Context: an optimization exercise on an open-source flow, tuned for small area. The choices shown serve that exercise and are no tape-out recipe.
Function was checked by simulation only, so behaviour that the tests miss may differ from the original.

==> v5: inputs <==
==> flow/design.v <==
module victim_writeback_buffer #(
  parameter int DEPTH   = 4,
  parameter int ADDR_W  = 50,
  parameter int BLOCK_W = 512
) (
  input  logic                     clk,
  input  logic                     reset,
  input  logic                     evict_valid,
  input  logic [ADDR_W-1:0]        evict_addr,
  input  logic [BLOCK_W-1:0]       evict_block,
  output logic                     evict_ready,
  output logic                     mem_valid,
  output logic [ADDR_W-1:0]        mem_addr,
  output logic [BLOCK_W-1:0]       mem_block,
  input  logic                     mem_ready,
  input  logic                     snoop_en,
  input  logic [ADDR_W-1:0]        snoop_addr,
  output logic                     snoop_hit,
  output logic [BLOCK_W-1:0]       snoop_block,
  output logic [$clog2(DEPTH):0]   count,
  output logic                     full,
  output logic                     empty
);
  localparam int PTR_W = $clog2(DEPTH);
  localparam int CNT_W = PTR_W + 1;
  logic [ADDR_W-1:0]  addr_q  [DEPTH];
  logic [BLOCK_W-1:0] block_q [DEPTH];
  logic [DEPTH-1:0]   valid_q;             
  logic [PTR_W-1:0]   ord_q   [DEPTH];     
  logic [CNT_W-1:0]   count_q;
  logic [DEPTH-1:0]   ssel_q;              
  logic [DEPTH-1:0]   head_q;              
  logic               push_en, pop_en, coalesce, alloc;
  logic [DEPTH-1:0]   evict_match, snoop_match, head_oh, free_oh;
  logic [PTR_W-1:0]   match_idx, free_idx;
  logic [PTR_W-1:0]   ord_m [DEPTH];
  logic [PTR_W-1:0]   ord_n [DEPTH];
  logic [CNT_W-1:0]   app_pos;
  assign full    = (count_q == CNT_W'(DEPTH));
  assign empty   = (count_q == '0);
  assign pop_en  = !empty && mem_ready;
  assign push_en = evict_valid && !full;
  assign alloc   = push_en && !coalesce;
  assign head_oh = head_q;
  assign evict_ready = !full;
  assign mem_valid   = !empty;
  assign count       = count_q;
  assign snoop_hit   = |ssel_q;
  always_comb begin
    mem_addr    = '0;
    mem_block   = '0;
    snoop_block = '0;
    for (int i = 0; i < DEPTH; i++) begin
      if (head_oh[i]) begin
        mem_addr  = mem_addr  | addr_q[i];
        mem_block = mem_block | block_q[i];
      end
      if (ssel_q[i]) snoop_block = snoop_block | block_q[i];
    end
  end
  always_comb begin
    coalesce  = 1'b0;
    match_idx = '0;
    free_idx  = '0;
    free_oh   = '0;
    for (int i = DEPTH - 1; i >= 0; i--) begin
      evict_match[i] = push_en && valid_q[i] && (addr_q[i] == evict_addr) &&
                       !(pop_en && head_oh[i]);
      snoop_match[i] = valid_q[i] && (addr_q[i] == snoop_addr);
      if (evict_match[i]) begin
        coalesce  = 1'b1;
        match_idx = PTR_W'(i);
      end
      if (!valid_q[i]) free_idx = PTR_W'(i);
    end
    for (int i = 0; i < DEPTH; i++) free_oh[i] = (free_idx == PTR_W'(i));
  end
  always_comb begin
    app_pos = count_q - CNT_W'(pop_en);
    for (int j = 0; j < DEPTH; j++)
      ord_m[j] = (coalesce && ord_q[j] == match_idx) ? free_idx : ord_q[j];
    for (int j = 0; j < DEPTH; j++) begin
      if (pop_en && j < DEPTH - 1) ord_n[j] = ord_m[j+1];
      else                         ord_n[j] = ord_m[j];
      if (alloc && app_pos == CNT_W'(j)) ord_n[j] = free_idx;
    end
  end
  always_ff @(posedge clk) begin
    for (int i = 0; i < DEPTH; i++) begin
      if (!reset && push_en && free_oh[i]) begin
        addr_q[i]  <= evict_addr;
        block_q[i] <= evict_block;
      end
    end
  end
  always_ff @(posedge clk) begin
    for (int j = 0; j < DEPTH; j++) ord_q[j] <= ord_n[j];
    for (int i = 0; i < DEPTH; i++) head_q[i] <= (ord_n[0] == PTR_W'(i));
  end
  always_ff @(posedge clk) begin
    if (reset) begin
      valid_q <= '0;
      count_q <= '0;
      ssel_q  <= '0;
    end else begin
      ssel_q <= snoop_en ? snoop_match : '0;
      for (int i = 0; i < DEPTH; i++) begin
        if ((pop_en && head_oh[i]) || (coalesce && match_idx == PTR_W'(i)))
          valid_q[i] <= 1'b0;
        if (push_en && free_oh[i])
          valid_q[i] <= 1'b1;
      end
      if (alloc && !pop_en)      count_q <= count_q + CNT_W'(1);
      else if (!alloc && pop_en) count_q <= count_q - CNT_W'(1);
    end
  end
endmodule
==> flow/run.sh <==
#!/bin/bash
# synth_recipe.tcl (not shown) runs the flow's synth.tcl, then flattens the netlist and writes it again
# the make line also repeats each setting of config.mk as NAME=value (left out here)
make -C /OpenROAD-flow-scripts/flow DESIGN_CONFIG=/design/flow/config.mk WORK_HOME=/design/flow/orfs CLKGATE_MAP_FILE= SYNTH_SCRIPT=/design/flow/synth_recipe.tcl finish
==> flow/config.mk <==
export PLATFORM = sky130hd
export DESIGN_NAME = victim_writeback_buffer
export DESIGN_NICKNAME = victim_writeback_buffer
export VERILOG_FILES = /design/flow/design.v
export SDC_FILE = /design/flow/constraint.sdc
export NUM_CORES = 4
export LEC_CHECK = 0
export CAP_MARGIN = 20
export CORE_MARGIN = 2
export CORE_UTILIZATION = 40
export SLEW_MARGIN = 20
==> flow/constraint.sdc <==
create_clock -name core_clock -period 5.0 [get_ports {clk}]
set_input_delay 1.0000 -clock core_clock [delete_from_list [all_inputs] [get_ports {clk}]]
set_output_delay 1.0000 -clock core_clock [all_outputs]
set_load 0.01 [all_outputs]
==> v38: changes against v5 <==
==> flow/design.v (replaced) <==
module victim_writeback_buffer #(
  parameter int DEPTH   = 4,    
  parameter int ADDR_W  = 50,
  parameter int BLOCK_W = 512
) (
  input  logic                     clk,
  input  logic                     reset,
  input  logic                     evict_valid,
  input  logic [ADDR_W-1:0]        evict_addr,
  input  logic [BLOCK_W-1:0]       evict_block,
  output logic                     evict_ready,
  output logic                     mem_valid,
  output logic [ADDR_W-1:0]        mem_addr,
  output logic [BLOCK_W-1:0]       mem_block,
  input  logic                     mem_ready,
  input  logic                     snoop_en,
  input  logic [ADDR_W-1:0]        snoop_addr,
  output logic                     snoop_hit,
  output logic [BLOCK_W-1:0]       snoop_block,
  output logic [$clog2(DEPTH):0]   count,
  output logic                     full,
  output logic                     empty
);
  localparam int PTR_W = $clog2(DEPTH);
  localparam int CNT_W = PTR_W + 1;
  logic [ADDR_W-1:0]  addr_q  [DEPTH];     
  logic [BLOCK_W-1:0] block_q [DEPTH];     
  logic [DEPTH-1:0]   valid_q;             
  logic [DEPTH-1:0]   free_q;              
  logic [DEPTH-1:0]   valid_n;
  logic [PTR_W-1:0]   ord_q   [DEPTH];     
  logic [DEPTH-1:0]   ssel_q;              
  logic [DEPTH-1:0]   head_q;              
  logic               ssel3_n_q;           
  logic               head3_n_q;           
  logic               push_en, pop_en, coalesce, alloc;
  logic [DEPTH-1:0]   evict_match, snoop_match, free_oh;
  logic [PTR_W-1:0]   match_idx, free_idx;
  logic [PTR_W-1:0]   ord_m [DEPTH];
  logic [PTR_W-1:0]   ord_n [DEPTH];
  logic [CNT_W-1:0]   cnt, app_pos;
  logic [ADDR_W-1:0]  slot_addr [DEPTH];   
  always_comb begin
    cnt = '0;
    for (int i = 0; i < DEPTH; i++) cnt = cnt + CNT_W'(valid_q[i]);
  end
  assign full    = &valid_q;
  assign empty   = ~|valid_q;
  assign pop_en  = !empty && mem_ready;
  assign push_en = evict_valid && !full;
  assign alloc   = push_en && !coalesce;
  assign evict_ready = !full;
  assign mem_valid   = !empty;
  assign count       = cnt;
  assign snoop_hit   = |ssel_q;
  logic [ADDR_W-1:0]  mad_n;
  logic [BLOCK_W-1:0] mem_n, snp_n;
  vwb_aoi3 #(.W(ADDR_W)) u_mad (
    .s0(head_q[0]), .s1(head_q[1]), .s2(head_q[2]),
    .d0(addr_q[0]), .d1(addr_q[1]), .d2(addr_q[2]), .y_n(mad_n));
  vwb_aoi3 #(.W(BLOCK_W)) u_mem (
    .s0(head_q[0]),  .s1(head_q[1]),  .s2(head_q[2]),
    .d0(block_q[0]), .d1(block_q[1]), .d2(block_q[2]), .y_n(mem_n));
  vwb_aoi3 #(.W(BLOCK_W)) u_snp (
    .s0(ssel_q[0]),  .s1(ssel_q[1]),  .s2(ssel_q[2]),
    .d0(block_q[0]), .d1(block_q[1]), .d2(block_q[2]), .y_n(snp_n));
  vwb_oai21 #(.W(ADDR_W)) u_mad3 (
    .a1({ADDR_W{head3_n_q}}), .a2(addr_q[3]), .b(mad_n), .y(mem_addr));
  vwb_oai21 #(.W(BLOCK_W)) u_mem3 (
    .a1({BLOCK_W{head3_n_q}}), .a2(block_q[3]), .b(mem_n), .y(mem_block));
  vwb_oai21 #(.W(BLOCK_W)) u_snp3 (
    .a1({BLOCK_W{ssel3_n_q}}), .a2(block_q[3]), .b(snp_n), .y(snoop_block));
  always_comb begin
    for (int i = 0; i < DEPTH - 1; i++) slot_addr[i] = addr_q[i];
    slot_addr[DEPTH-1] = ~addr_q[DEPTH-1];
  end
  always_comb begin
    coalesce  = 1'b0;
    match_idx = '0;
    free_idx  = '0;
    free_oh   = '0;
    for (int i = DEPTH - 1; i >= 0; i--) begin
      evict_match[i] = push_en && valid_q[i] && (slot_addr[i] == evict_addr) &&
                       !(pop_en && head_q[i]);
      snoop_match[i] = valid_q[i] && (slot_addr[i] == snoop_addr);
      if (evict_match[i]) begin
        coalesce  = 1'b1;
        match_idx = PTR_W'(i);
      end
      if (!valid_q[i]) free_idx = PTR_W'(i);
    end
    for (int i = 0; i < DEPTH; i++) free_oh[i] = (free_idx == PTR_W'(i));
  end
  always_comb begin
    app_pos = cnt - CNT_W'(pop_en);
    for (int j = 0; j < DEPTH; j++)
      ord_m[j] = (coalesce && ord_q[j] == match_idx) ? free_idx : ord_q[j];
    for (int j = 0; j < DEPTH; j++) begin
      if (pop_en && j < DEPTH - 1) ord_n[j] = ord_m[j+1];
      else                         ord_n[j] = ord_m[j];
      if (alloc && app_pos == CNT_W'(j)) ord_n[j] = free_idx;
    end
  end
  logic [ADDR_W-1:0]  addr3_d;
  logic [BLOCK_W-1:0] block3_d;
  vwb_hold_inv #(.W(ADDR_W)) u_addr3 (
    .v(valid_q[DEPTH-1]), .q(addr_q[DEPTH-1]), .e(evict_addr), .d(addr3_d));
  vwb_hold_inv #(.W(BLOCK_W)) u_block3 (
    .v(valid_q[DEPTH-1]), .q(block_q[DEPTH-1]), .e(evict_block), .d(block3_d));
  always_ff @(posedge clk) begin
    for (int i = 0; i < DEPTH - 1; i++) begin
      addr_q[i]  <= ({ADDR_W{free_q[i]}}  & evict_addr)  | ({ADDR_W{valid_q[i]}}  & addr_q[i]);
      block_q[i] <= ({BLOCK_W{free_q[i]}} & evict_block) | ({BLOCK_W{valid_q[i]}} & block_q[i]);
    end
    addr_q[DEPTH-1]  <= addr3_d;
    block_q[DEPTH-1] <= block3_d;
  end
  always_ff @(posedge clk) begin
    for (int j = 0; j < DEPTH; j++) ord_q[j] <= ord_n[j];
    for (int i = 0; i < DEPTH; i++) head_q[i] <= (ord_n[0] == PTR_W'(i));
    head3_n_q <= (ord_n[0] != PTR_W'(DEPTH - 1));
  end
  always_comb begin
    valid_n = valid_q;
    for (int i = 0; i < DEPTH; i++) begin
      if ((pop_en && head_q[i]) || (coalesce && match_idx == PTR_W'(i)))
        valid_n[i] = 1'b0;
      if (push_en && free_oh[i])
        valid_n[i] = 1'b1;
    end
  end
  always_ff @(posedge clk) begin
    if (reset) begin
      valid_q   <= '0;
      free_q    <= '1;
      ssel_q    <= '0;
      ssel3_n_q <= 1'b1;
    end else begin
      ssel_q    <= snoop_en ? snoop_match : '0;
      ssel3_n_q <= !(snoop_en && snoop_match[DEPTH-1]);
      valid_q   <= valid_n;
      free_q    <= ~valid_n;
    end
  end
endmodule
module vwb_aoi3 #(
  parameter int W = 1
) (
  input  logic         s0, s1, s2,
  input  logic [W-1:0] d0, d1, d2,
  output logic [W-1:0] y_n
);
  assign y_n = ~(({W{s0}} & d0) | ({W{s1}} & d1) | ({W{s2}} & d2));
endmodule
module vwb_oai21 #(
  parameter int W = 1
) (
  input  logic [W-1:0] a1, a2, b,
  output logic [W-1:0] y
);
  assign y = ~((a1 | a2) & b);
endmodule
module vwb_hold_inv #(
  parameter int W = 1
) (
  input  logic         v,
  input  logic [W-1:0] q, e,
  output logic [W-1:0] d
);
  assign d = ({W{v}} & q) | ~({W{v}} | e);
endmodule
==> flow/flow/run.sh (new file) <==
#!/bin/bash
# Standard ORFS layout with two changes: port buffers use the smallest buffer
# cell, and the clock tree uses clkbuf_8 sink clusters without dummy loads.
set -euo pipefail
bash standard.sh \
  "BUFFER_PORTS_ARGS=-buffer_cell sky130_fd_sc_hd__buf_1" \
  "CTS_ARGS=-sink_clustering_enable -repair_clock_nets -dont_use_dummy_load -buf_list sky130_fd_sc_hd__clkbuf_8 -sink_clustering_size 16 -sink_clustering_max_diameter 50" \
  finish > flow_make.log 2>&1
==> flow/standard.sh (new file) <==
#!/bin/bash
# synth_recipe.tcl (not shown) runs the flow's synth.tcl, then flattens the netlist and writes it again
# the make line also repeats each setting of config.mk as NAME=value (left out here)
make -C /OpenROAD-flow-scripts/flow DESIGN_CONFIG=/design/flow/config.mk WORK_HOME=/design/flow/orfs CLKGATE_MAP_FILE= SYNTH_SCRIPT=/design/flow/synth_recipe.tcl "${@:-finish}"
Settings changed: CAP_MARGIN 20 to 30, PLACE_DENSITY from default to 0.8, SLEW_MARGIN 20 to 30, SYNTH_HIERARCHICAL from default to 1.
removed: flow/run.sh
==> flow_summary.ini <==
[outcome]
outcome = complete, no violations

[synthesis]
ys_seq_area_share_pct = 49.2
yosys.area_share.xor_xnor_pct = 3.56
yosys-mux-area-fraction_pct = 0.0798
yosys_warnings = 19

[die]
die_height_um = 485
core_area_um2 = 230000

[drt]
routed_wl_um = 452000
wl_met1_um = 156000

[placement]
gp_congestion = 1.13
dpl.cell_count = 12900
pre_cts_slack_ns = 0.484

[critical_path]
r2r_start = valid_q[1]
cp.depth = 4

[clock_tree]
cts-root-buf = clkbuf_8

[power]
clock_power_share_pct = 20.6

[hold_path]
holdCritStartpoint = evict_block[202]
[end of results for v38]
==> flow_summary.ini <==
[placement]
gp_congestion = 1.10
pre_cts_slack_ns = 0.138

[outcome]
outcome = complete, no violations

[die]
core_area_um2 = 240000

[synthesis]
yosys-mux-area-fraction_pct = 0.155
yosys.area_share.xor_xnor_pct = 3.58
ys_seq_area_share_pct = 70.7

[critical_path]
cp.depth = 5

[hold_path]
holdCritStartpoint = ord_q[3][0]

[drt]
routed_wl_um = 474000
wl_met1_um = 170000

[clock_tree]
cts-root-buf = clkbuf_16
[end of results for v5]

-- afterwards: timing with drivers on the ports --
The flow's constraints put no driver on any port. The routed layouts listed below were extracted and timed again, unchanged, in two steps. Step 1 (the two cells are an assumption about what drives the block):
set clk [get_ports {clk}]
set_driving_cell -lib_cell sky130_fd_sc_hd__clkbuf_16 $clk
set_driving_cell -lib_cell sky130_fd_sc_hd__buf_2 [delete_from_list [all_inputs] $clk]
Step 2 moves the port delays by t, midway between the first and last clock arrival at a register: inputs arrive t later, outputs are due t later. That takes back most of the time a late clock gives input paths. a / b / c = no drivers / after step 1 / after step 2; a / b = the first two.
run	shift t [ns]	slack for setup (ns)	worst hold slack (ns)
v5	0.968	0.103 / -0.007 / -0.071	0.610 / 0.610 / 0.610
v38	0.998	0.476 / 0.378 / 0.234	0.263 / 0.190 / 0.463
Met with ideal ports but missed after step 2: setup timing in v5. The setup slack of v38, which loses most, moves by -0.098 ns with the drivers and by -0.242 ns with both steps.
